This design comes from an exercise in tuning for small area and a short achievable clock period on the open sky130 flow, not from production work.
The RTL was checked by simulation tests, not by an equivalence proof against the original design.
Power is estimated from default activity; no workload was simulated.

==> run a: inputs <==
## wallace_mul
module wallace_mul
(
    input  logic                          clk,
    input  logic                          arst_n,
    input  logic                          in_valid,
    input  logic [mul_pkg::OPERAND_W-1:0] a,
    input  logic [mul_pkg::OPERAND_W-1:0] b,
    output logic                          out_valid,
    output logic [mul_pkg::PRODUCT_W-1:0] product
);
export LEC_CHECK = 0
export ABC_AREA = 1
export CAP_MARGIN = 20
export CORE_MARGIN = 2
export CORE_UTILIZATION = 65
export SETUP_SLACK_MARGIN = 3.1
export SLEW_MARGIN = 20
export SYNTH_HIERARCHICAL = 1
create_clock -name core_clock -period 5.7 [get_ports {clk}]
standard.sh (not shown) runs the stock make flow with config.mk's settings and CLKGATE_MAP_FILE= SYNTH_SCRIPT=/design/flow/synth_recipe.tcl, a recipe that flattens the netlist after the stock synthesis.
==> flow/flow/run.sh <==
#!/bin/bash
set -e
export BUFFER_PORTS_ARGS="-buffer_cell sky130_fd_sc_hd__buf_2"
bash standard.sh > standard.log 2>&1
==> inputs of run b, as changes to run a <==
CORE_UTILIZATION = 55   (was 65)
CTS_BUF_LIST = sky130_fd_sc_hd__clkbuf_8   (was not set)
SETUP_SLACK_MARGIN = 3.4   (was 3.1)
==> results.cfg <==
[power_and_ir_drop]
comb_power_uw = 14800

[setup_path]
worst-endpoint-required_ns = 6.20
crit_buf_inv = 2
worst-path-max-fanout = 34
r2r_end = r1_s415

[placed_design]
globalplace.congestion = 0.950
place_hpwl_um = 78100

[final_layout]
layoutNonFillerInstCount = 4113
fin_nets = 4053

[route]
routed-wl-met2_um = 46900
routedLengthMet1_um = 42300

[status]
outcome = finished clean
the above is filed under run a

==> results.cfg <==
[status]
outcome = finished clean

[final_layout]
layoutNonFillerInstCount = 4371
layout-drive-gt1-share_pct = 23.9
mostFrequentLayoutCells = sky130_fd_sc_hd__xor2_1 (498), sky130_fd_sc_hd__dfxtp_1 (481), sky130_fd_sc_hd__o22ai_1 (418), sky130_fd_sc_hd__fa_1 (391), sky130_fd_sc_hd__nand2_1 (304)
post-route-cell-area_um2 = 41500
fin_nets = 4132

[placed_design]
place_hpwl_um = 79100
globalplace.congestion = 0.941

[route]
routedLengthMet1_um = 47100
routed-wl-met2_um = 50200
drt-total-wl_um = 122000

[setup_path]
worst-endpoint-required_ns = 6.28
r2r_end = r2_s1011
crit_buf_inv = 0
worst-path-max-fanout = 1

[floorplanning]
core_rows = 92

[global_routing]
grt_busiest_layer = met2

[power_and_ir_drop]
comb_power_uw = 15800

[synthesis]
post-synth-top-count-cell = sky130_fd_sc_hd__dfxtp_1
the above is filed under run b


* * *

==> v21 <==
wallace_mul again, from the RTL that the note above started with.
Settings: LEC_CHECK=0, ABC_AREA=1, CAP_MARGIN=20, CORE_MARGIN=2, CORE_UTILIZATION=40, SETUP_SLACK_MARGIN=3.1, SLEW_MARGIN=20, SYNTH_HIERARCHICAL=1; clock period 5.7 ns.
==> flow/flow/run.sh <==
#!/bin/bash
set -e
export BUFFER_PORTS_ARGS="-buffer_cell sky130_fd_sc_hd__buf_4"
bash standard.sh > standard.log 2>&1
==> v37: changes against v21 <==
==> flow/flow/run.sh (replaced) <==
#!/bin/bash
set -e
export BUFFER_PORTS_ARGS="-buffer_cell sky130_fd_sc_hd__buf_2"
bash standard.sh > standard.log 2>&1
CORE_UTILIZATION = 55   (was 40)
==> v6: changes against v21 <==
==> flow/flow/run.sh (replaced) <==
#!/bin/bash
set -e
export BUFFER_PORTS_ARGS="-buffer_cell sky130_fd_sc_hd__buf_2"
bash standard.sh > standard.log 2>&1
CORE_UTILIZATION = 55   (was 40)
SETUP_SLACK_MARGIN = 3.4   (was 3.1)
==> summary.txt <==
In flip-flop and latch count, v21 and v37 do not differ.
v37 completed without violations. v21 finished clean. v6 went through all stages and came out clean.
Synthesized cell count is the same in v6 and v37.
Of v37 and v21, v37 has the higher utilization (gap 16 points).
The highest fmax belongs to v6, the lowest to v37.
==> figures <==
Beginning of the worst register-to-register path: v21 bn10; v6 r1_s481; v37 bn8
Overall via count from detail_route: v21 25400; v6 26400; v37 26000
Outcome: v21 complete, no violations; v6 complete, no violations; v37 complete, no violations
Placed wire-length estimate after detailed placement: v21 78900 µm; v6 79100 µm; v37 78600 µm
Switching component of the power: v21 10800 µW; v6 11700 µW; v37 11500 µW
Tightest Pin Transition: v21 0.875 ns; v6 0.696 ns; v37 0.880 ns
Antenna diodes: v21 2; v6 3; v37 4
Final setup margin: v21 3.11 ns; v6 3.26 ns; v37 3.09 ns
WL met2: v21 49500 µm; v6 49600 µm; v37 48200 µm
Number of buffers outside the clock class in the layout: v21 222; v6 266; v37 226

[re-timing with driven ports]
The flow's constraints put no driver on any port. The routed layouts listed below were extracted and timed again, unchanged, in two steps.
Step 1, drivers: a clkbuf_16 drives clk and a buf_2 each remaining input, both assumed.
Step 2 adds t to the input delays and takes it off the output delays; t is the mean of the earliest and latest rising clock arrival at the registers after step 1. Input paths then give back, and output paths get back, about the clock's delay inside the block.
Slacks: ideal / step 1 / step 2; pairs: ideal / step 1.
run | shift t [ns] | setup slack, ns | latest minus earliest clock arrival (ns) | worst slew at a driven data input, ns
run a | 0.690 | 3.043 / 3.043 / 3.043 | 0.048 / 0.049 | 0.03
run b | 0.762 | 3.270 / 3.270 / 3.270 | 0.040 / 0.040 | 0.05
v21 | 0.677 | 3.105 / 3.105 / 3.105 | 0.045 / 0.046 | 0.06
v37 | 0.676 | 3.090 / 3.090 / 3.090 | 0.034 / 0.034 | 0.04
v6 | 0.673 | 3.257 / 3.257 / 3.257 | 0.032 / 0.033 | 0.05
After both steps setup and hold are still met in every run listed.
